What follows belongs to an exercise in optimizing a design on an open flow for small area and a short achievable clock period; a production flow would make more cautious choices. Only simulation tests tie the RTL to the original design; equivalence was not proved. No activity file was given, so power comes from the tool's default toggle rates.

--- design/flow/flow/io.tcl ---
# Pin constraints, sourced by ORFS after the floorplan is made.
set die [ord::get_die_area]
set ymid [expr {([lindex $die 1] + [lindex $die 3]) / 2.0}]
set names {}
for {set i 0} {$i < 16} {incr i} { lappend names "adio_in\[$i\]" }
lappend names m_addr_n m_data
for {set i 0} {$i < 4} {incr i} { lappend names "m_cbe\[$i\]" }
for {set i 16} {$i < 32} {incr i} { lappend names "adio_in\[$i\]" }
set lo [expr {$ymid - 30}]
set hi [expr {$ymid + 30}]
set_io_pin_constraint -pin_names $names -region right:$lo-$hi -group -order
--- design/flow/constraint.sdc ---
create_clock -name core_clock -period 6.0 [get_ports {CLK}]
set_input_delay 1.2000 -clock core_clock [delete_from_list [all_inputs] [get_ports {CLK}]]
set_output_delay 1.2000 -clock core_clock [all_outputs]
set_load 0.01 [all_outputs]
--- design/flow/flow/run.sh ---
#!/bin/bash
# Own layout flow: the standard layout (standard.sh), with the pins of the
# bus-side output path (m_addr_n, m_data, adio_in, m_cbe) kept together on one
# edge so that the nets from the two inputs to the 36 outputs stay short,
# and with plain buffers (buf_2) as the port buffers.
set -euo pipefail
cd "$(dirname "${BASH_SOURCE[0]}")/.."
export IO_CONSTRAINTS="$PWD/flow/io.tcl"
export BUFFER_PORTS_ARGS="-buffer_cell sky130_fd_sc_hd__buf_2"
bash standard.sh finish > standard.log 2>&1
--- design/flow/standard.sh ---
#!/bin/bash
# synth_recipe.tcl (not shown) runs the flow's synth.tcl, then flattens the netlist and writes it again
# the make line also repeats each setting of config.mk as NAME=value (left out here)
make -C /OpenROAD-flow-scripts/flow DESIGN_CONFIG=/design/flow/config.mk WORK_HOME=/design/flow/orfs CLKGATE_MAP_FILE= SYNTH_SCRIPT=/design/flow/synth_recipe.tcl "${@:-finish}"
--- design/flow/config.mk ---
export PLATFORM = sky130hd
export DESIGN_NAME = pci_master
export DESIGN_NICKNAME = pci_master
export VERILOG_FILES = /design/flow/design.v
export SDC_FILE = /design/flow/constraint.sdc
export NUM_CORES = 4
export LEC_CHECK = 0
export CAP_MARGIN = 5
export CORE_MARGIN = 2
export CORE_UTILIZATION = 45
export CTS_BUF_LIST = sky130_fd_sc_hd__clkbuf_16
export CTS_CLUSTER_DIAMETER = 120
export CTS_CLUSTER_SIZE = 26
export SETUP_SLACK_MARGIN = 2.8
export SLEW_MARGIN = 5
--- design/flow/design.v ---
package pci_master_pkg;
   localparam int ADDR_W = 32;
   localparam int DATA_W = 32;
   localparam int FIFO_AW = 5;
   localparam int LEN_W = 6;
   localparam int CSR_W = 40;
   localparam int CSR_MABORT = 39;
   localparam int CSR_TABORT = 38;
   typedef enum logic [2:0] {
      ST_IDLE  = 3'd0,
      ST_REQ   = 3'd1,
      ST_READ  = 3'd2,
      ST_WRITE = 3'd3,
      ST_DEAD  = 3'd4,
      ST_DISC  = 3'd5
   } master_state_e;
   typedef enum logic [3:0] {
      CMD_MEM_READ  = 4'd6,
      CMD_MEM_WRITE = 4'd7
   } pci_cmd_e;
endpackage
`timescale 1ns/1ps
module master_fsm (
   input  logic                                CLK,
   input  logic                                reset,
   input  logic                                cmd_req,
   input  logic                                cmd_dir,
   input  logic                                m_data,
   input  logic                                m_data_vld,
   input  logic                                m_src_en,
   input  logic [pci_master_pkg::CSR_W-1:0]    csr,
   input  logic                                last_beat,
   output logic                                cmd_ack,
   output logic                                sts_fatal,
   output logic                                start,
   output logic                                dir,
   output logic                                st_read,
   output logic                                st_write,
   output logic                                in_data_nxt,
   output logic                                bus_push,
   output logic                                bus_pop,
   output logic                                request,
   output logic                                m_ready
);
   logic st_finish;
   logic idle;
   logic in_data;
   logic m_data_q;
   logic data_fell;
   logic abort;
   logic burst_full;
   assign abort = csr[pci_master_pkg::CSR_MABORT] | csr[pci_master_pkg::CSR_TABORT];
   assign idle = !(request || st_read || st_write || st_finish);
   assign in_data = st_read || st_write;
   assign start = idle && cmd_req && !cmd_ack;
   assign data_fell = m_data_q & ~m_data;
   assign in_data_nxt = request || (in_data && !data_fell);
   assign bus_push = st_read && m_data_vld && !burst_full;
   assign bus_pop = st_write && m_src_en && !burst_full;
   always_ff @(posedge CLK or posedge reset) begin
      if (reset) begin
         request <= 1'b0;
         st_read <= 1'b0;
         st_write <= 1'b0;
         st_finish <= 1'b0;
         m_data_q <= 1'b0;
         m_ready <= 1'b0;
         dir <= 1'b0;
      end else begin
         request <= start;
         st_read <= (request && !dir) || (st_read && !data_fell);
         st_write <= (request && dir) || (st_write && !data_fell);
         st_finish <= (in_data && data_fell) || (st_finish && !(cmd_ack && !cmd_req));
         m_data_q <= m_data;
         m_ready <= 1'b1;
         if (start)
            dir <= cmd_dir;
      end
   end
   always_ff @(posedge CLK or posedge reset) begin
      if (reset)
         sts_fatal <= 1'b0;
      else if (start)
         sts_fatal <= 1'b0;
      else if (m_data && abort)
         sts_fatal <= 1'b1;
   end
   always_ff @(posedge CLK or posedge reset) begin
      if (reset)
         burst_full <= 1'b0;
      else if (start)
         burst_full <= 1'b0;
      else if (in_data && m_data_vld && last_beat)
         burst_full <= 1'b1;
   end
   always_ff @(posedge CLK or posedge reset) begin
      if (reset)
         cmd_ack <= 1'b0;
      else if (!cmd_req)
         cmd_ack <= 1'b0;
      else if (st_finish)
         cmd_ack <= 1'b1;
   end
endmodule
`timescale 1ns/1ps
module beat_counter (
   input  logic                                CLK,
   input  logic                                reset,
   input  logic                                start,
   input  logic [pci_master_pkg::LEN_W-1:0]    cmd_len,
   input  logic                                m_data_vld,
   input  logic                                in_data,
   input  logic                                in_data_nxt,
   output logic                                last_beat,
   output logic                                complete,
   output logic [pci_master_pkg::LEN_W-1:0]    sts_beats
);
   logic [pci_master_pkg::LEN_W-1:0] remaining;
   logic beat;
   assign beat = in_data && m_data_vld && (remaining != '0);
   always_ff @(posedge CLK or posedge reset) begin
      if (reset) begin
         remaining <= '0;
         sts_beats <= '0;
      end else if (start) begin
         remaining <= cmd_len;
         sts_beats <= '0;
      end else if (beat) begin
         remaining <= remaining - 1'b1;
         sts_beats <= sts_beats + 1'b1;
      end
   end
   assign last_beat = (remaining == 1);
   always_ff @(posedge CLK or posedge reset) begin
      if (reset)
         complete <= 1'b0;
      else
         complete <= in_data_nxt && !start &&
                     ((remaining <= 1) || (beat && remaining == 2));
   end
endmodule
`timescale 1ns/1ps
module data_fifo (
   input  logic                                CLK,
   input  logic                                reset,
   input  logic                                wr_req,
   input  logic [pci_master_pkg::DATA_W-1:0]   wr_data,
   input  logic                                rd_req,
   input  logic                                bus_push,
   input  logic [pci_master_pkg::DATA_W-1:0]   bus_data,
   input  logic                                bus_pop,
   output logic                                wr_ack,
   output logic                                rd_ack,
   output logic [pci_master_pkg::DATA_W-1:0]   rd_data,
   output logic [pci_master_pkg::DATA_W-1:0]   head_data
);
   localparam int AW = pci_master_pkg::FIFO_AW;
   localparam int SDEPTH = (1 << AW) - 1;
   localparam int DW = pci_master_pkg::DATA_W;
   logic [DW-1:0] mem [SDEPTH];
   logic [DW-1:0] head;
   logic head_vld;
   logic [AW-1:0] wptr;
   logic [AW-1:0] rptr;
   logic [AW-1:0] st_cnt;
   logic st_empty;
   logic st_full;
   logic full;
   logic empty;
   logic user_wr;
   logic user_rd;
   logic push;
   logic pop;
   logic st_wr;
   logic st_rd;
   logic head_from_push;
   logic [DW-1:0] push_data;
   logic [DW-1:0] st_data;
   logic [SDEPTH-1:0] wsel;
   logic [SDEPTH-1:0] rsel;
   assign full = head_vld && st_full;
   assign empty = !head_vld;
   assign user_wr = wr_req && !wr_ack && !full && !bus_push;
   assign user_rd = rd_req && !rd_ack && !empty && !bus_pop;
   assign push = bus_push || user_wr;
   assign pop = bus_pop || user_rd;
   assign push_data = bus_push ? bus_data : wr_data;
   assign head_from_push = push && (!head_vld || (pop && st_empty));
   assign st_wr = push && head_vld;
   assign st_rd = pop && (!st_empty || push);
   always_comb begin
      for (int i = 0; i < SDEPTH; i++)
         wsel[i] = (wptr == i[AW-1:0]);
   end
   always_ff @(posedge CLK or posedge reset) begin
      if (reset)
         rsel <= SDEPTH'(1);
      else if (st_rd)
         rsel <= {rsel[SDEPTH-2:0], rsel[SDEPTH-1]};
   end
   always_comb begin
      st_data = '0;
      for (int i = 0; i < SDEPTH; i++)
         st_data = st_data | (mem[i] & {DW{rsel[i]}});
   end
   for (genvar i = 0; i < SDEPTH; i++) begin : g_word
      always_ff @(posedge CLK) begin
         if (st_wr && wsel[i])
            mem[i] <= push_data;
      end
   end
   always_ff @(posedge CLK) begin
      if (st_rd || head_from_push)
         head <= st_empty ? push_data : st_data;
   end
   assign head_data = head;
   always_ff @(posedge CLK or posedge reset) begin
      if (reset) begin
         wptr <= '0;
         rptr <= '0;
         st_cnt <= '0;
         st_empty <= 1'b1;
         st_full <= 1'b0;
         head_vld <= 1'b0;
      end else begin
         if (st_wr)
            wptr <= (wptr == AW'(SDEPTH - 1)) ? '0 : wptr + 1'b1;
         if (st_rd)
            rptr <= (rptr == AW'(SDEPTH - 1)) ? '0 : rptr + 1'b1;
         if (st_wr && !st_rd) begin
            st_cnt <= st_cnt + 1'b1;
            st_empty <= 1'b0;
            st_full <= (st_cnt == AW'(SDEPTH - 1));
         end else if (st_rd && !st_wr) begin
            st_cnt <= st_cnt - 1'b1;
            st_empty <= (st_cnt == AW'(1));
            st_full <= 1'b0;
         end
         if (push && !head_vld)
            head_vld <= 1'b1;
         else if (pop && !push && st_empty)
            head_vld <= 1'b0;
      end
   end
   always_ff @(posedge CLK or posedge reset) begin
      if (reset)
         wr_ack <= 1'b0;
      else if (!wr_req)
         wr_ack <= 1'b0;
      else if (user_wr)
         wr_ack <= 1'b1;
   end
   always_ff @(posedge CLK or posedge reset) begin
      if (reset)
         rd_ack <= 1'b0;
      else if (!rd_req)
         rd_ack <= 1'b0;
      else if (user_rd)
         rd_ack <= 1'b1;
   end
   always_ff @(posedge CLK) begin
      if (user_rd)
         rd_data <= head;
   end
endmodule
`timescale 1ns/1ps
module bus_driver (
   input  logic                                CLK,
   input  logic                                reset,
   input  logic                                start,
   input  logic [pci_master_pkg::ADDR_W-1:0]   cmd_addr,
   input  logic                                dir,
   input  logic                                in_data,
   input  logic                                st_write,
   input  logic                                m_addr_n,
   input  logic                                m_data,
   input  logic                                m_data_vld,
   input  logic [pci_master_pkg::DATA_W-1:0]   head_data,
   output logic [pci_master_pkg::DATA_W-1:0]   adio_in,
   output logic [3:0] m_cbe,
   output logic                                m_wrdn
);
   logic [pci_master_pkg::ADDR_W-1:2] address;
   pci_master_pkg::pci_cmd_e command;
   always_ff @(posedge CLK or posedge reset) begin
      if (reset)
         address <= '0;
      else if (start)
         address <= cmd_addr[pci_master_pkg::ADDR_W-1:2];
      else if (in_data && m_data_vld)
         address <= address + 1'b1;
   end
   assign command = dir ? pci_master_pkg::CMD_MEM_WRITE : pci_master_pkg::CMD_MEM_READ;
   assign m_cbe = !m_addr_n ? command : '0;
   assign m_wrdn = dir;
   always_comb begin
      if (!m_addr_n)
         adio_in = {address, 2'b00};
      else if (st_write && m_data)
         adio_in = head_data;
      else
         adio_in = '0;
   end
endmodule
`timescale 1ns/1ps
module pci_master (
   input  logic                                CLK,
   input  logic                                reset,
   input  logic                                cmd_req,
   input  logic                                cmd_dir,
   input  logic [pci_master_pkg::ADDR_W-1:0]   cmd_addr,
   input  logic [pci_master_pkg::LEN_W-1:0]    cmd_len,
   output logic                                cmd_ack,
   output logic                                sts_fatal,
   output logic [pci_master_pkg::LEN_W-1:0]    sts_beats,
   input  logic                                wr_req,
   input  logic [pci_master_pkg::DATA_W-1:0]   wr_data,
   output logic                                wr_ack,
   input  logic                                rd_req,
   output logic                                rd_ack,
   output logic [pci_master_pkg::DATA_W-1:0]   rd_data,
   input  logic [pci_master_pkg::DATA_W-1:0]   adio_out,
   input  logic                                m_data,
   input  logic                                m_data_vld,
   input  logic                                m_addr_n,
   input  logic                                m_src_en,
   input  logic [pci_master_pkg::CSR_W-1:0]    csr,
   output logic [pci_master_pkg::DATA_W-1:0]   adio_in,
   output logic [3:0] m_cbe,
   output logic                                m_wrdn,
   output logic                                request,
   output logic                                complete,
   output logic                                m_ready
);
   logic start;
   logic dir;
   logic st_read;
   logic st_write;
   logic in_data_nxt;
   logic last_beat;
   logic bus_push;
   logic bus_pop;
   logic [pci_master_pkg::DATA_W-1:0] head_data;
   master_fsm master_fsm_inst (
      .CLK        (CLK),
      .reset      (reset),
      .cmd_req    (cmd_req),
      .cmd_dir    (cmd_dir),
      .m_data     (m_data),
      .m_data_vld (m_data_vld),
      .m_src_en   (m_src_en),
      .csr        (csr),
      .last_beat  (last_beat),
      .cmd_ack    (cmd_ack),
      .sts_fatal  (sts_fatal),
      .start      (start),
      .dir        (dir),
      .st_read    (st_read),
      .st_write   (st_write),
      .in_data_nxt (in_data_nxt),
      .bus_push   (bus_push),
      .bus_pop    (bus_pop),
      .request    (request),
      .m_ready    (m_ready)
   );
   beat_counter beat_counter_inst (
      .CLK        (CLK),
      .reset      (reset),
      .start      (start),
      .cmd_len    (cmd_len),
      .m_data_vld (m_data_vld),
      .in_data    (st_read || st_write),
      .in_data_nxt (in_data_nxt),
      .last_beat  (last_beat),
      .complete   (complete),
      .sts_beats  (sts_beats)
   );
   data_fifo data_fifo_inst (
      .CLK        (CLK),
      .reset      (reset),
      .wr_req     (wr_req),
      .wr_data    (wr_data),
      .rd_req     (rd_req),
      .bus_push   (bus_push),
      .bus_data   (adio_out),
      .bus_pop    (bus_pop),
      .wr_ack     (wr_ack),
      .rd_ack     (rd_ack),
      .rd_data    (rd_data),
      .head_data  (head_data)
   );
   bus_driver bus_driver_inst (
      .CLK        (CLK),
      .reset      (reset),
      .start      (start),
      .cmd_addr   (cmd_addr),
      .dir        (dir),
      .in_data    (st_read || st_write),
      .st_write   (st_write),
      .m_addr_n   (m_addr_n),
      .m_data     (m_data),
      .m_data_vld (m_data_vld),
      .head_data  (head_data),
      .adio_in    (adio_in),
      .m_cbe      (m_cbe),
      .m_wrdn     (m_wrdn)
   );
endmodule
==> load_flow_metrics.sql, run 1 <==
INSERT INTO impl_metrics (metric_group, metric, value, unit) VALUES
('outcome', 'status', 'complete, no violations', ''),
('synthesis', 'ys_seq_elements', '1155', ''),
('route', 'post_drt_wl_per_cell', '36.1', 'µm'),
('timing', 'tns', '0', 'ps'),
('clocking', 'cts_tree', 'built', ''),
('layout', 'layout-area-overhead-vs-synth', '11.4', '%'),
('die', 'rows', '113', ''),
('setup_path', 'critPathCaptureType', 'primary output', ''),
('die', 'io-pin-count', '234', ''),
('clocking', 'ctsHoldBuffers', '0', ''),
('synthesis', 'ys_async_sr_fraction', '0.0857', ''),
('flow_run', 'drv.max_cap_violation_count', '0', ''),
('die', 'die_width', '313', 'µm'),
('route', 'firstDrtPassIters', '8', ''),
('timing', 'timing.max_slew.rel_slack', '0.192', ''),
('timing', 'timing.fmax', '0.314', 'GHz'),
('clocking', 'clock_insertion_delay_worst_skew', '670', 'ps'),
('timing', 'postLayoutSetupSlackWorst', '2820', 'ps'),
('clocking', 'cts.sink_count', '1155', ''),
('placed_design', 'place.gp.congestion', '0.902', ''),
('route', 'drt_via_density', '6.57', ''),
('route', 'ant_nets', '0', ''),
('synthesis', 'synth.lib_cells_used.distinct', '55', ''),
('route', 'met3_length', '17.7', 'mm'),
('timing', 'period_minus_slack', '3180', 'ps'),
('global_routing', 'via_count_of_the_first_global_routing_pass', '24900', ''),
('die', 'core_area', '94900', 'µm²'),
('route', 'dr_wl_met2', '67.4', 'mm'),
('layout', 'final_net_count', '2870', ''),
('setup_path', 'critPathKind', 'input port to primary output', ''),
('synthesis', 'synth.cell_area', '43000', 'µm²'),
('setup_path', 'start_kind', 'input port', ''),
('timing', 'fin_crit_sh', '0.530', ''),
('global_routing', 'grt_overflow', '0', ''),
('power', 'p_leak', '15.8', 'nW'),
('synthesis', 'ys_seq_area_frac', '0.796', ''),
('layout', 'layout_commonest_cell', 'sky130_fd_sc_hd__edfxtp_1', ''),
('clocking', 'cts.root.buffer_cell', 'sky130_fd_sc_hd__clkbuf_16', ''),
('layout', 'layout_common_cells', 'sky130_fd_sc_hd__edfxtp_1, sky130_fd_sc_hd__buf_2, sky130_fd_sc_hd__a22o_1', ''),
('placed_design', 'dp_hpwl', '75.8', 'mm'),
('placed_design', 'buffer_ports.inserted', '192', ''),
('setup_path', 'crit_path_arrival_time', '1980', 'ps'),
('setup_path', 'critical_path.reg2reg.startpoint', 'data_fifo_inst.wr_ack', ''),
('setup_path', 'critPathRequiredTime', '4800', 'ps'),
('setup_path', 'critical_path.max_fanout', '8', ''),
('timing', 'fin_worst_skew', '31.2', 'ps'),
('clocking', 'clk_path_buf_depth', '3', ''),
('synthesis', 'netlist.area_leader.share', '0.738', ''),
('timing', 'finalMaxSlewViolations', '0', ''),
('hold_path', 'holdPathStages', '2', ''),
('die', 'initial_utilization', '0.453', ''),
('setup_path', 'timing.reg2reg.setup_slack', '3010', 'ps'),
('timing', 'tightestPinTransition', '1210', 'ps'),
('synthesis', 'syn_nets', '2653', ''),
('placed_design', 'pre_cts_ws', '1670', 'ps'),
('global_routing', 'grt_max_degree', '100', ''),
('synthesis', 'netlist_top_cells_area', 'sky130_fd_sc_hd__edfxtp_1, sky130_fd_sc_hd__dfrtp_1, sky130_fd_sc_hd__a22o_1', ''),
('layout', 'ratio_of_cells_with_drive_above_1_in_the_final_layout', '0.186', ''),
('timing', 'finalSetupViolations', '0', ''),
('clocking', 'worst_setup_hold_path_clk_slew', '100', 'ps'),
('global_routing', 'grt_pass1_wl', '196', 'mm'),
('power', 'peak_vdd_ir', '0.278', 'mV'),
('global_routing', 'globalRouteTotalUtil', '0.289', ''),
('global_routing', 'antenna_found_initial', '3', ''),
('synthesis', 'synth_flop_cell', 'sky130_fd_sc_hd__edfxtp_1', ''),
('synthesis', 'post_synth.cell_area_avg', '17.3', 'µm²'),
('route', 'routed-via-count', '26200', ''),
('synthesis', 'synth-warning-count', '5', ''),
('route', 'm1WireLength', '52.4', 'mm'),
('setup_path', 'critical_path.reg2reg.endpoint', 'data_fifo_inst.mem[13][6]', ''),
('hold_path', 'min-delay-start', 'master_fsm_inst.sts_fatal', '');
==> how the worst max path moves through the flow <==
| stage | startpoint | endpoint | slack, ps | cells after the start |
|---|---|---|---|---|
| 3_5_place_dp | wr_req | data_fifo_inst.mem[3][2] | 1670 | 6 |
| 6_report | m_data | adio_in[5] | 2820 | 4 |
| 2_1_floorplan | m_data_vld | data_fifo_inst.mem[20][0] | 2310 | 6 |
| 4_1_cts | m_data | adio_in[30] | 2740 | 5 |
| 3_3_place_gp | wr_req | data_fifo_inst.mem[5][19] | 1730 | 7 |
| 5_1_grt | wr_req | data_fifo_inst.mem[13][6] | 2780 | 7 |
==> kinds of logic after synthesis <==
kind of cell	share of synthesized area
xor+xnor	0.00836
fa+ha+maj	0.00437
simple gates	0.0462
buf+inv	0.0170
other cells	0.000175
flops	0.796
mux	0.00859
compound gates	0.120
==> per-stage QoR <==
stage	hold WS, ps	cells	total power [mW]	utilization	instance area [µm²]
after global placement	486	3864	13.2	0.484	45900
final	514	3989	17.1	0.505	47900
after CTS	511	3986	17.1	0.504	47800
after floorplan	417	2486	11.9	-	43100
after detailed placement	482	3864	13.3	0.484	45900
after global routing	513	3988	17.7	0.504	47900
==> sequential cells by signal, summed over array words and instances (netlist names), 6 cells and up <==
signal	cells
beat_counter_inst.remaining	6
data_fifo_inst.rsel	31
beat_counter_inst.sts_beats	6
data_fifo_inst.rd_data	32
data_fifo_inst.head	32
bus_driver_inst.address	30
data_fifo_inst.mem	992
==> Yosys cell counts, types with 5 or more instances <==
| cell | count |
|---|---|
| sky130_fd_sc_hd__xor2_1 | 17 |
| sky130_fd_sc_hd__a21oi_1 | 46 |
| sky130_fd_sc_hd__nor2_1 | 62 |
| sky130_fd_sc_hd__buf_2 | 5 |
| sky130_fd_sc_hd__a22o_1 | 186 |
| sky130_fd_sc_hd__nand2_1 | 166 |
| sky130_fd_sc_hd__a221oi_1 | 160 |
| sky130_fd_sc_hd__o21ai_0 | 42 |
| sky130_fd_sc_hd__edfxtp_1 | 1056 |
| sky130_fd_sc_hd__o32a_1 | 32 |
| sky130_fd_sc_hd__nor2b_1 | 5 |
| sky130_fd_sc_hd__dfrtp_1 | 97 |
| sky130_fd_sc_hd__ha_1 | 15 |
| sky130_fd_sc_hd__xnor2_1 | 24 |
| sky130_fd_sc_hd__nand3_1 | 49 |
| sky130_fd_sc_hd__clkbuf_1 | 148 |
| sky130_fd_sc_hd__nand4_1 | 78 |
| sky130_fd_sc_hd__a22oi_1 | 161 |
| sky130_fd_sc_hd__mux2_2 | 31 |
| sky130_fd_sc_hd__nor3_1 | 11 |
| sky130_fd_sc_hd__inv_1 | 18 |
| sky130_fd_sc_hd__buf_1 | 12 |
==> worst max-delay path: stages <==
cell                     delay, ps
sky130_fd_sc_hd__buf_4         150
sky130_fd_sc_hd__and3_4        230
sky130_fd_sc_hd__a22o_1        250
sky130_fd_sc_hd__buf_2         150
==> where the power goes <==
group / internal [mW] / switching (mW) / leakage (nW)
combinational: 0.727 / 1.93 / 4.30
sequential: 9.99 / 0.550 / 10.8
clock: 1.55 / 2.39 / 0.742
==> layer usage <==
metal	track usage	vias to the layer above
met5	0	-
met2	0.465	1876
met4	0.110	4
met3	0.0739	340
li1	-	10500
met1	0.381	13500
==> repair_timing <==
item,in CTS,in global routing
setup buffers,47,2
endpoints found under the setup margin,641,87
gates resized for setup,21,13
cloned,3,0
pin swaps,25,4
==> cell type report <==
cell class                 count  area [µm²]
clock buffer                  51        1280
antenna                        1        2.50
timing repair buffer         331        2200
fill                        7729       47000
clock inverter                21        96.3
inverter                      20        91.3
sequential                  1155       34200
tap                         1265        1580
multi-input combinational   1145        8380
==> inputs of run 2 (changes only) <==
--- a/design/flow/config.mk
+++ b/design/flow/config.mk
@@ -5,11 +5,11 @@
 export SDC_FILE = /design/flow/constraint.sdc
 export NUM_CORES = 4
 export LEC_CHECK = 0
-export CAP_MARGIN = 5
+export CAP_MARGIN = 20
 export CORE_MARGIN = 2
 export CORE_UTILIZATION = 45
 export CTS_BUF_LIST = sky130_fd_sc_hd__clkbuf_16
 export CTS_CLUSTER_DIAMETER = 120
 export CTS_CLUSTER_SIZE = 26
 export SETUP_SLACK_MARGIN = 2.8
-export SLEW_MARGIN = 5
+export SLEW_MARGIN = 20
==> run 2 against run 1 <==
  * Die area did not move
  * Non-clock buffer count rose by 1
  * Synthesized cell count did not move
  * Maximum frequency rose by 0.27%
  * Core utilization barely moved
  * Hold slack got worse by 9.6 ps
  * Clock skew barely moved
  * Total power barely moved
==> load_flow_metrics.sql, run 2 <==
INSERT INTO impl_metrics (metric_group, metric, value, unit) VALUES
('power', 'report.power.total', '17.1', 'mW'),
('synthesis', 'synth_largest_area_cell', 'sky130_fd_sc_hd__edfxtp_1', ''),
('timing', 'hold_violations', '0', ''),
('synthesis', 'netlist_top_cells_area', 'sky130_fd_sc_hd__edfxtp_1, sky130_fd_sc_hd__dfrtp_1, sky130_fd_sc_hd__a22o_1', ''),
('layout', 'design_area', '47900', 'µm²'),
('synthesis', 'post_synth_xor_area_fraction', '0.00836', ''),
('timing', 'tightestPinTransition', '1100', 'ps'),
('synthesis', 'synth.cell_area', '43000', 'µm²'),
('route', 'remaining_drc_errors', '0', ''),
('placed_design', 'dpl-instance-area', '45900', 'µm²'),
('global_routing', 'grt_pass1_wl', '196', 'mm'),
('clocking', 'cts_tree', 'built', ''),
('clocking', 'cts-buffers-inserted', '50', ''),
('synthesis', 'synth_edf_count', '1056', ''),
('die', 'die_area', '98000', 'µm²'),
('synthesis', 'synth.lib_cells_used.distinct', '55', ''),
('die', 'initial_utilization', '0.453', ''),
('synthesis', 'netlist.area_leader.share', '0.738', ''),
('timing', 'fin_worst_skew', '31.6', 'ps'),
('die', 'dieHeight', '313', 'µm'),
('synthesis', 'ys_async_sr_fraction', '0.0857', ''),
('layout', 'final_net_count', '2871', ''),
('layout', 'final-instance-count-excl-fill', '3989', ''),
('timing', 'fin_crit_sh', '0.529', ''),
('synthesis', 'synth_flop_cell', 'sky130_fd_sc_hd__edfxtp_1', ''),
('timing', 'finalSetupViolations', '0', ''),
('global_routing', 'grt_overflow', '0', ''),
('synthesis', 'syn_nets', '2653', ''),
('layout', 'layout.core_utilization', '0.505', ''),
('power', 'peak_vdd_ir', '0.277', 'mV'),
('route', 'routed-via-count', '26300', ''),
('synthesis', 'synth-warning-count', '5', ''),
('power', 'powerDensity', '358', 'nW/µm²'),
('synthesis', 'synth_compound_gate_area_share', '0.120', ''),
('layout', 'largest_reg_flops', '992', ''),
('global_routing', 'via_count_of_the_first_global_routing_pass', '24900', ''),
('route', 'post_drt_wl_per_cell', '36.1', 'µm'),
('clocking', 'clock_insertion_delay_worst_skew', '670', 'ps'),
('die', 'die_width', '313', 'µm'),
('synthesis', 'muxShareOfSynthArea', '0.00859', ''),
('clocking', 'htree_num_levels', '2', ''),
('layout', 'layout_commonest_cell', 'sky130_fd_sc_hd__edfxtp_1', ''),
('layout', 'layout_common_cells', 'sky130_fd_sc_hd__edfxtp_1, sky130_fd_sc_hd__buf_2, sky130_fd_sc_hd__a22o_1', ''),
('placed_design', 'buffer_ports.inserted', '192', ''),
('route', 'ant_nets', '0', ''),
('global_routing', 'grt_max_degree', '100', ''),
('synthesis', 'post_synth_fa_ha_maj_area_fraction', '0.00437', ''),
('clocking', 'ctsHoldBuffers', '0', ''),
('layout', 'number_of_antenna_diodes', '0', ''),
('synthesis', 'largest_family_of_logic_cells_by_synthesized_area', 'compound AO/OA/AOI/OAI gates', ''),
('global_routing', 'globalRouteTotalUtil', '0.289', ''),
('layout', 'fillers', '7729', ''),
('setup_path', 'critical_path.max_fanout', '8', ''),
('route', 'drt_iter0_drc', '3737', ''),
('setup_path', 'critPathCaptureType', 'primary output', ''),
('timing', 'tns', '0', 'ps'),
('clocking', 'cts.sink_count', '1155', ''),
('timing', 'grt_setup_unrepaired', 'yes', ''),
('clocking', 'cts.root.buffer_cell', 'sky130_fd_sc_hd__clkbuf_16', ''),
('global_routing', 'antenna_found_initial', '3', ''),
('timing', 'timing.fmax', '0.315', 'GHz'),
('synthesis', 'yosys-top-cells-count', 'sky130_fd_sc_hd__edfxtp_1, sky130_fd_sc_hd__a22o_1, sky130_fd_sc_hd__nand2_1', ''),
('setup_path', 'start_kind', 'input port', ''),
('power', 'p_leak', '15.8', 'nW'),
('placed_design', 'dp.cells', '3864', ''),
('layout', 'largest_register', 'data_fifo_inst.mem', ''),
('die', 'rows', '113', ''),
('setup_path', 'critPathRequiredTime', '4800', 'ps'),
('outcome', 'status', 'complete, no violations', ''),
('synthesis', 'simple_gate_share_of_the_synthesized_area', '0.0462', ''),
('layout', 'biggestRegsByFlops', 'data_fifo_inst.mem x992, data_fifo_inst.head x32, data_fifo_inst.rd_data x32', ''),
('layout', 'layout-area-overhead-vs-synth', '11.4', '%'),
('synthesis', 'ys_seq_area_frac', '0.796', ''),
('route', 'drt_via_density', '6.59', ''),
('route', 'postRouteWirelength', '144', 'mm'),
('timing', 'finalMaxSlewViolations', '0', ''),
('synthesis', 'post_synth_inst_count', '2486', ''),
('route', 'firstDrtPassIters', '5', ''),
('placed_design', 'place.gp.congestion', '0.902', ''),
('layout', 'ratio_of_cells_with_drive_above_1_in_the_final_layout', '0.188', ''),
('die', 'core_area', '94900', 'µm²'),
('die', 'io-pin-count', '234', ''),
('placed_design', 'dp_hpwl', '75.8', 'mm'),
('timing', 'timing.max_slew.rel_slack', '0.262', ''),
('synthesis', 'synth_most_common_cell', 'sky130_fd_sc_hd__edfxtp_1', ''),
('hold_path', 'worstHoldPathType', 'flip-flop to flip-flop', ''),
('setup_path', 'critPathKind', 'input port to primary output', ''),
('flow_run', 'drv.max_cap_violation_count', '0', ''),
('clocking', 'worst_setup_hold_path_clk_slew', '110', 'ps'),
('timing', 'period_minus_slack', '3170', 'ps'),
('synthesis', 'ys_seq_elements', '1155', ''),
('clocking', 'clk_path_buf_depth', '3', ''),
('synthesis', 'post_synth.cell_area_avg', '17.3', 'µm²'),
('setup_path', 'crit_path_arrival_time', '1970', 'ps');
run 2: changes by cell type in the layout (fill, tap and decap cells not counted), sizes merged:
| cell | before | now |
|---|---|---|
| buf | 331 | 332 |
| diode | 1 | 0 |
run 2: path summary, 6_finish.rpt:
check / cells after the start / endpoint / from / slack [ps]
hold / removal: 0 / data_fifo_inst.rd_data[20] / data_fifo_inst.head[20] / 500
setup / recovery: 4 / adio_in[5] / m_data / 2830
max in group asynchronous: 3 / data_fifo_inst.rsel[19] / reset / 4750
setup reg to reg: 6 / data_fifo_inst.mem[13][6] / data_fifo_inst.wr_ack / 3020
min in group asynchronous: 3 / beat_counter_inst.remaining[3] / reset / 650
hold reg to reg: 0 / data_fifo_inst.rd_data[20] / data_fifo_inst.head[20] / 500
run 2: logic make-up after synthesis:
| kind of cell | count (synthesis) |
|---|---|
| mux | 33 |
| compound gates | 646 |
| fa+ha+maj | 15 |
| simple gates | 405 |
| buf+inv | 189 |
| flops | 1155 |
| xor+xnor | 41 |
| other cells | 2 |
run 2: what timing repair did:
item	CTS	global route
endpoints found under the hold margin	0	0
setup endpoints to repair	641	87
buffers inserted	47	2
cloned	3	0
pin swaps	25	4
resized for setup	21	13
run 2: critical path, cell delays in order:
cell and delay (ps):
sky130_fd_sc_hd__buf_4 150, sky130_fd_sc_hd__and3_4 220, sky130_fd_sc_hd__a22o_1 250, sky130_fd_sc_hd__buf_2 150
run 2: layout make-up:
class | instances | area [µm²] | area share
well taps | 1265 | 1580 | 0.0331
inverters | 20 | 91.3 | 0.00191
multi-input cells | 1145 | 8390 | 0.175
repair buffers | 332 | 2220 | 0.0463
clock inverters | 21 | 96.3 | 0.00201
flip-flops and latches | 1155 | 34200 | 0.715
clock buffers | 51 | 1280 | 0.0267
run 2: metrics by stage:
step	setup WS [ps]	hold slack, ps
3_3_place_gp	1730	486
4_1_cts	2740	511
3_5_place_dp	1670	482
6_report	2830	505
2_1_floorplan	2310	417
5_1_grt	2780	513
run 2: power breakdown:
part	switching, mW	internal [mW]
Combinational	1.93	0.732
Sequential	0.549	9.99
Clock	2.39	1.55
run 2: per-layer routing:
layer | global-route usage | wire length, µm | vias up
met4 | 0.110 | 6310 | 2
met1 | 0.381 | 52100 | 13500
met2 | 0.465 | 67400 | 1896
met3 | 0.0739 | 18100 | 329
li1 | - | - | 10500
met5 | 0 | 9 | -
==> inputs of run 3 (changes only) <==
--- a/design/flow/design.v
+++ b/design/flow/design.v
@@ -205,7 +205,7 @@
    end
    for (genvar i = 0; i < SDEPTH; i++) begin : g_word
       always_ff @(posedge CLK) begin
-         if (st_wr && wsel[i])
+         if (wsel[i] && !st_full)
             mem[i] <= push_data;
       end
    end
==> run 3 against run 2 <==
  * Synthesized cell count fell by 0.64%
  * Sequential share of layout area grew 0.88 points
  * Total power rose by 5.9%
  * Core utilization shrank 0.61 points
  * Non-clock buffer count decreased by 60
  * Global-route usage down 0.29 points
  * Clock power barely moved
  * First-iteration DRC count rose by 14%
  * Hold slack got worse by 9.9 ps
==> load_flow_metrics.sql, run 3 <==
INSERT INTO impl_metrics (metric_group, metric, value, unit) VALUES
('synthesis', 'synth.lib_cells_used.distinct', '60', ''),
('setup_path', 'critical_path.max_fanout', '16', ''),
('global_routing', 'antenna_found_initial', '0', ''),
('placed_design', 'dp_hpwl', '70.3', 'mm'),
('timing', 'hold_violations', '0', ''),
('power', 'powerDensity', '384', 'nW/µm²'),
('power', 'peak_vdd_ir', '0.222', 'mV'),
('timing', 'timing.fmax', '0.311', 'GHz'),
('die', 'rows', '113', ''),
('die', 'initial_utilization', '0.453', ''),
('synthesis', 'netlist.area_leader.share', '0.738', ''),
('global_routing', 'via_count_of_the_first_global_routing_pass', '24600', ''),
('route', 'ant_nets', '0', ''),
('route', 'post_drt_wl_per_cell', '36.4', 'µm'),
('synthesis', 'synth-warning-count', '5', ''),
('route', 'drt_iter0_drc', '4272', ''),
('timing', 'fin_crit_sh', '0.536', ''),
('clocking', 'clock_insertion_delay_worst_skew', '660', 'ps'),
('timing', 'period_minus_slack', '3220', 'ps'),
('global_routing', 'grt_overflow', '0', ''),
('setup_path', 'reg2regPathDepth', '6', ''),
('timing', 'finalHoldWorstSlack', '495', 'ps'),
('timing', 'finalSetupViolations', '0', ''),
('synthesis', 'syn_nets', '2637', ''),
('synthesis', 'synth_edf_count', '1056', ''),
('timing', 'fin_worst_skew', '29.8', 'ps'),
('layout', 'layout.core_utilization', '0.499', ''),
('synthesis', 'ys_async_sr_fraction', '0.0857', ''),
('clocking', 'cts.sink_count', '1155', ''),
('layout', 'ratio_of_cells_with_drive_above_1_in_the_final_layout', '0.164', ''),
('setup_path', 'crit_path_arrival_time', '2020', 'ps'),
('hold_path', 'min-delay-start', 'beat_counter_inst.sts_beats[5]', ''),
('setup_path', 'start_kind', 'input port', ''),
('die', 'dieHeight', '313', 'µm'),
('setup_path', 'critPathRequiredTime', '4800', 'ps'),
('layout', 'layout-area-overhead-vs-synth', '10.1', '%'),
('timing', 'grt_setup_unrepaired', 'yes', ''),
('layout', 'biggestRegsByFlops', 'data_fifo_inst.mem x992, data_fifo_inst.head x32, data_fifo_inst.rd_data x32', ''),
('route', 'firstDrtPassIters', '6', ''),
('global_routing', 'globalRouteTotalUtil', '0.286', ''),
('layout', 'layout_common_cells', 'sky130_fd_sc_hd__edfxtp_1, sky130_fd_sc_hd__buf_2, sky130_fd_sc_hd__a22o_1', ''),
('timing', 'finalMaxSlewViolations', '0', ''),
('hold_path', 'whs_endpoint', 'beat_counter_inst.sts_beats[5]', ''),
('synthesis', 'yosys-top-cells-count', 'sky130_fd_sc_hd__edfxtp_1, sky130_fd_sc_hd__a22o_1, sky130_fd_sc_hd__a22oi_1', ''),
('hold_path', 'holdPathStages', '1', ''),
('timing', 'timing.max_slew.rel_slack', '0.281', ''),
('setup_path', 'critPathKind', 'input port to primary output', ''),
('clocking', 'cts_tree', 'built', ''),
('clocking', 'htree_num_levels', '2', ''),
('power', 'p_leak', '15.7', 'nW'),
('route', 'drt_via_density', '6.63', ''),
('timing', 'tightestPinTransition', '1080', 'ps'),
('layout', 'area_taken_by_multi_input_logic_gates', '8380', 'µm²'),
('layout', 'area.sequential', '34200', 'µm²'),
('placed_design', 'place.gp.congestion', '0.904', ''),
('hold_path', 'worstHoldPathType', 'flip-flop to flip-flop', ''),
('layout', 'largest_register', 'data_fifo_inst.mem', ''),
('route', 'routed-via-count', '26000', ''),
('synthesis', 'synth_most_common_cell', 'sky130_fd_sc_hd__edfxtp_1', ''),
('synthesis', 'synth_flop_cell', 'sky130_fd_sc_hd__edfxtp_1', ''),
('layout', 'design_area', '47300', 'µm²'),
('flow_run', 'drv.max_cap_violation_count', '0', ''),
('global_routing', 'grt_pass1_wl', '196', 'mm'),
('synthesis', 'netlist_top_cells_area', 'sky130_fd_sc_hd__edfxtp_1, sky130_fd_sc_hd__dfrtp_1, sky130_fd_sc_hd__a22o_1', ''),
('layout', 'final_net_count', '2797', ''),
('clocking', 'cts.root.buffer_cell', 'sky130_fd_sc_hd__clkbuf_16', ''),
('layout', 'fillers', '7789', ''),
('placed_design', 'dpl-instance-area', '45700', 'µm²'),
('outcome', 'status', 'complete, no violations', ''),
('setup_path', 'critPathCaptureType', 'primary output', ''),
('synthesis', 'ys_seq_area_frac', '0.796', ''),
('clocking', 'worst_setup_hold_path_clk_slew', '110', 'ps'),
('clocking', 'clk_path_buf_depth', '3', ''),
('setup_path', 'critical_path.reg2reg.endpoint', 'data_fifo_inst.head[3]', ''),
('synthesis', 'post_synth.cell_area_avg', '17.4', 'µm²'),
('layout', 'layout_commonest_cell', 'sky130_fd_sc_hd__edfxtp_1', ''),
('layout', 'largest_reg_flops', '992', ''),
('synthesis', 'synth_largest_area_cell', 'sky130_fd_sc_hd__edfxtp_1', ''),
('synthesis', 'ys_seq_elements', '1155', ''),
('synthesis', 'synth.cell_area', '43000', 'µm²'),
('route', 'postRouteWirelength', '143', 'mm'),
('power', 'report.power.total', '18.2', 'mW'),
('die', 'core_area', '94900', 'µm²'),
('synthesis', 'post_synth_inst_count', '2470', ''),
('clocking', 'cts-buffers-inserted', '50', ''),
('timing', 'tns', '0', 'ps'),
('global_routing', 'grt_max_degree', '56', ''),
('setup_path', 'timing.reg2reg.setup_slack', '3070', 'ps'),
('die', 'die_width', '313', 'µm'),
('die', 'io-pin-count', '234', ''),
('route', 'remaining_drc_errors', '0', ''),
('setup_path', 'critical_path.reg2reg.startpoint', 'master_fsm_inst.st_read', ''),
('die', 'die_area', '98000', 'µm²'),
('placed_design', 'buffer_ports.inserted', '192', '');
## run 3: cells by family (layout without fill, tap and decap cells)
family,Yosys count,count (layout),synth area share
AND/OR/NAND/NOR,389,391,0.0446
XOR/XNOR,40,40,0.00815
AO/OA/AOI/OAI,649,649,0.121
buffers and inverters,186,364,0.0178
adder cells (fa/ha/maj),15,15,0.00437
other,2,4,0.000175
multiplexers,34,34,0.00882
flip-flops,1155,1155,0.796
## run 3: area by class of cell
class,count,area share
antenna,2,0.000106
clock buffer,51,0.0270
clock inverter,21,0.00238
inverter,18,0.00159
multi-input combinational,1131,0.177
sequential,1155,0.724
tap,1265,0.0335
timing repair buffer,272,0.0344
timing repair inverter,2,0.000317
## run 3: power breakdown
part	leakage (nW)	total, mW	switching [mW]	internal, mW
clock	0.746	3.95	2.39	1.56
sequential	10.8	11.1	0.656	10.5
combinational	4.10	3.09	2.38	0.716
total	15.7	18.2	5.42	12.7
## run 3: how the worst max path moves through the flow
stage               startpoint                       to  slack, ps  depth (start not counted)
detailed placement      m_data              adio_in[12]       2060                          4
CTS                   m_addr_n              adio_in[30]       2800                          4
finish                m_addr_n              adio_in[11]       2780                          5
floorplan               m_data              adio_in[29]       2810                          4
global placement    m_data_vld  data_fifo_inst.head[11]       2140                          9
global route          m_addr_n              adio_in[12]       2790                          5
## run 3: metrics by stage
stage               cells  setup slack [ps]
CTS                  3910              2800
global placement     3833              2140
finish               3917              2780
detailed placement   3833              2060
floorplan            2470              2810
global route         3915              2790
## run 3: layer usage
layer / wire length [µm] / vias to the layer above / track usage
li1: - / 10400 / -
met1: 54300 / 13600 / 0.390
met2: 69000 / 1816 / 0.479
met3: 15100 / 244 / 0.0495
met4: 4250 / 0 / 0.0768
met5: 0 / - / 0
## run 3: what timing repair did
item | in CTS | in global routing
setup endpoints to repair | 35 | 26
pin swaps | 2 | 2
endpoints found under the hold margin | 0 | 0
gates resized for setup | 15 | 8
setup buffers | 2 | 0
cloned | 3 | 1
hold buffers | 0 | 0
## run 3: critical path: stages
cell	delay (ps)
sky130_fd_sc_hd__buf_8	120
sky130_fd_sc_hd__clkinvlp_4	100
sky130_fd_sc_hd__buf_12	160
sky130_fd_sc_hd__a22o_4	280
sky130_fd_sc_hd__buf_2	140
==> inputs of run 4 (changes only) <==
--- a/design/flow/config.mk
+++ b/design/flow/config.mk
@@ -7,9 +7,9 @@
 export LEC_CHECK = 0
 export CAP_MARGIN = 20
 export CORE_MARGIN = 2
-export CORE_UTILIZATION = 45
+export CORE_UTILIZATION = 52
 export CTS_BUF_LIST = sky130_fd_sc_hd__clkbuf_16
 export CTS_CLUSTER_DIAMETER = 120
 export CTS_CLUSTER_SIZE = 26
-export SETUP_SLACK_MARGIN = 2.8
+export SETUP_SLACK_MARGIN = 3.0
 export SLEW_MARGIN = 20
==> run 4 against run 3 <==
  * Global-route usage up 4.8 points
  * Core utilization up 7.9 points
  * Register-to-register slack hardly changed
  * Critical path depth unchanged
  * Sequential share of layout area shrank 0.12 points
  * Design area is 0.17% higher
  * Wire length up 0.44%
  * Worst setup slack worse by 12 ps
  * Sequential power about the same
  * Sequential cell count unchanged
  * Hold slack got worse by 7.8 ps
  * Non-clock buffer count grew 14
==> load_flow_metrics.sql, run 4 <==
INSERT INTO impl_metrics (metric_group, metric, value, unit) VALUES
('power', 'peak_vdd_ir', '0.204', 'mV'),
('timing', 'tns', '0', 'ps'),
('placed_design', 'dp_hpwl', '75.2', 'mm'),
('synthesis', 'syn_nets', '2637', ''),
('hold_path', 'min-delay-start', 'beat_counter_inst.sts_beats[5]', ''),
('timing', 'tightestPinTransition', '1080', 'ps'),
('setup_path', 'critical_path.reg2reg.startpoint', 'data_fifo_inst.wptr[2]', ''),
('clocking', 'cts_tree', 'built', ''),
('setup_path', 'critPathCaptureType', 'primary output', ''),
('setup_path', 'reg2regPathDepth', '3', ''),
('synthesis', 'yosys-top-cells-count', 'sky130_fd_sc_hd__edfxtp_1, sky130_fd_sc_hd__a22o_1, sky130_fd_sc_hd__a22oi_1', ''),
('setup_path', 'timing.reg2reg.setup_slack', '3080', 'ps'),
('global_routing', 'via_count_of_the_first_global_routing_pass', '24900', ''),
('placed_design', 'buffer_ports.inserted', '192', ''),
('global_routing', 'globalRouteTotalUtil', '0.334', ''),
('synthesis', 'ys_seq_elements', '1155', ''),
('synthesis', 'synth.cell_area', '43000', 'µm²'),
('synthesis', 'synth_edf_count', '1056', ''),
('setup_path', 'critPathRequiredTime', '4800', 'ps'),
('setup_path', 'critPathKind', 'input port to primary output', ''),
('die', 'initial_utilization', '0.524', ''),
('hold_path', 'whs_endpoint', 'beat_counter_inst.sts_beats[5]', ''),
('outcome', 'status', 'complete, no violations', ''),
('layout', 'final_net_count', '2811', ''),
('timing', 'timing.fmax', '0.310', 'GHz'),
('layout', 'layout_common_cells', 'sky130_fd_sc_hd__edfxtp_1, sky130_fd_sc_hd__buf_2, sky130_fd_sc_hd__a22o_1', ''),
('route', 'remaining_drc_errors', '0', ''),
('synthesis', 'post_synth_inst_count', '2470', ''),
('setup_path', 'critical_path.max_fanout', '7', ''),
('route', 'firstDrtPassIters', '6', ''),
('die', 'io-pin-count', '234', ''),
('synthesis', 'synth-warning-count', '5', ''),
('synthesis', 'synth.lib_cells_used.distinct', '60', ''),
('clocking', 'worst_setup_hold_path_clk_slew', '100', 'ps');
==> run 4: cell counts after synthesis <==
Identical to the previous run, type by type.
==> run 4: layout make-up <==
| type | count | area, µm² |
|---|---|---|
| timing repair inverter | 1 | 7.51 |
| multi-input combinational | 1132 | 8500 |
| sequential | 1155 | 34200 |
| timing repair buffer | 286 | 1830 |
| antenna | 1 | 2.50 |
| clock buffer | 51 | 1280 |
| fill | 6173 | 34600 |
| inverter | 18 | 77.6 |
| clock inverter | 20 | 119 |
| tap | 1070 | 1340 |
==> run 4: worst max path at each step <==
stage / startpoint / endpoint / slack, ps / cells past startpoint
2_1_floorplan: m_data_vld / data_fifo_inst.head[0] / 2920 / 5
3_3_place_gp: m_data_vld / data_fifo_inst.head[20] / 2120 / 7
3_5_place_dp: m_data_vld / data_fifo_inst.head[20] / 2080 / 7
4_1_cts: m_addr_n / adio_in[9] / 2770 / 5
5_1_grt: m_data / adio_in[24] / 2760 / 5
6_report: m_data / adio_in[24] / 2770 / 5
==> run 4: metrics by stage <==
step	worst slack, ps	cell area (µm²)	hold slack [ps]
6_report	2770	47400	487
4_1_cts	2770	47200	490
3_5_place_dp	2080	45500	469
3_3_place_gp	2120	45500	457
2_1_floorplan	2920	43100	426
5_1_grt	2760	47400	506
==> run 4: per-layer routing <==
| layer | GRT usage | vias up | part of all wire |
|---|---|---|---|
| li1 | - | 10400 | - |
| met1 | 0.454 | 13700 | 0.37 |
| met5 | 0 | - | 0 |
| met3 | 0.0638 | 279 | 0.12 |
| met4 | 0.0972 | 0 | 0.035 |
| met2 | 0.553 | 1901 | 0.48 |
==> run 4: power by group <==
| group | leakage [nW] | internal (mW) | switching, mW |
|---|---|---|---|
| registers | 10.8 | 10.4 | 0.652 |
| logic | 4.23 | 0.760 | 2.41 |
| clock network | 0.745 | 1.59 | 2.39 |
| total | 15.8 | 12.8 | 5.45 |
==> run 4: timing repair <==
action                                  in CTS  in global routing
endpoints found under the setup margin      85                140
endpoints found under the hold margin        0                  0
pin swaps                                   20                  5
setup buffers                                8                  8
resized for setup                           56                 16
cloned                                       5                  0
==> run 4: logic make-up after synthesis <==
logic type	Yosys count	synth area share
muxes	34	0.00882
AOI/OAI and AO/OA	649	0.121
xor gates and xnor gates	40	0.00815
and+or+nand+nor	389	0.0446
buffers and inverters	186	0.0178
adders and majority gates	15	0.00437
other	2	0.000175
DFF	1155	0.796
==> run 4: worst max-delay path, stage by stage <==
cell and delay, ps:
sky130_fd_sc_hd__buf_12 110, sky130_fd_sc_hd__and3_4 230, sky130_fd_sc_hd__buf_6 140, sky130_fd_sc_hd__a22o_1 190, sky130_fd_sc_hd__buf_2 150

what the ideal ports hide:
In the flow no input, the clock included, has a driving cell. The finished layouts below were timed again as built, in two steps. Step 1 assumes that a clkbuf_16 drives the clock port and a buf_2 every other input. Step 2 times the ports against the registers' clock, not the clock port: input delays grow and output delays shrink by t, the midpoint of the rising clock arrivals with the driver on. Three values: ideal ports, drivers, drivers and shift; two values: the first two.
| run | t, ns | setup WS [ns] | clock arrival spread, ns |
|---|---|---|---|
| run 1 | 0.717 | 2.818 / 2.790 / 2.145 | 0.034 / 0.034 |
| run 2 | 0.715 | 2.827 / 2.798 / 2.152 | 0.034 / 0.034 |
| run 3 | 0.707 | 2.784 / 2.730 / 2.244 | 0.034 / 0.034 |
| run 4 | 0.705 | 2.772 / 2.694 / 2.392 | 0.028 / 0.028 |
After both steps setup and hold are still met in every run listed. The setup slack of run 2, which loses most, moves by -0.029 ns with the drivers and by -0.675 ns with both steps.
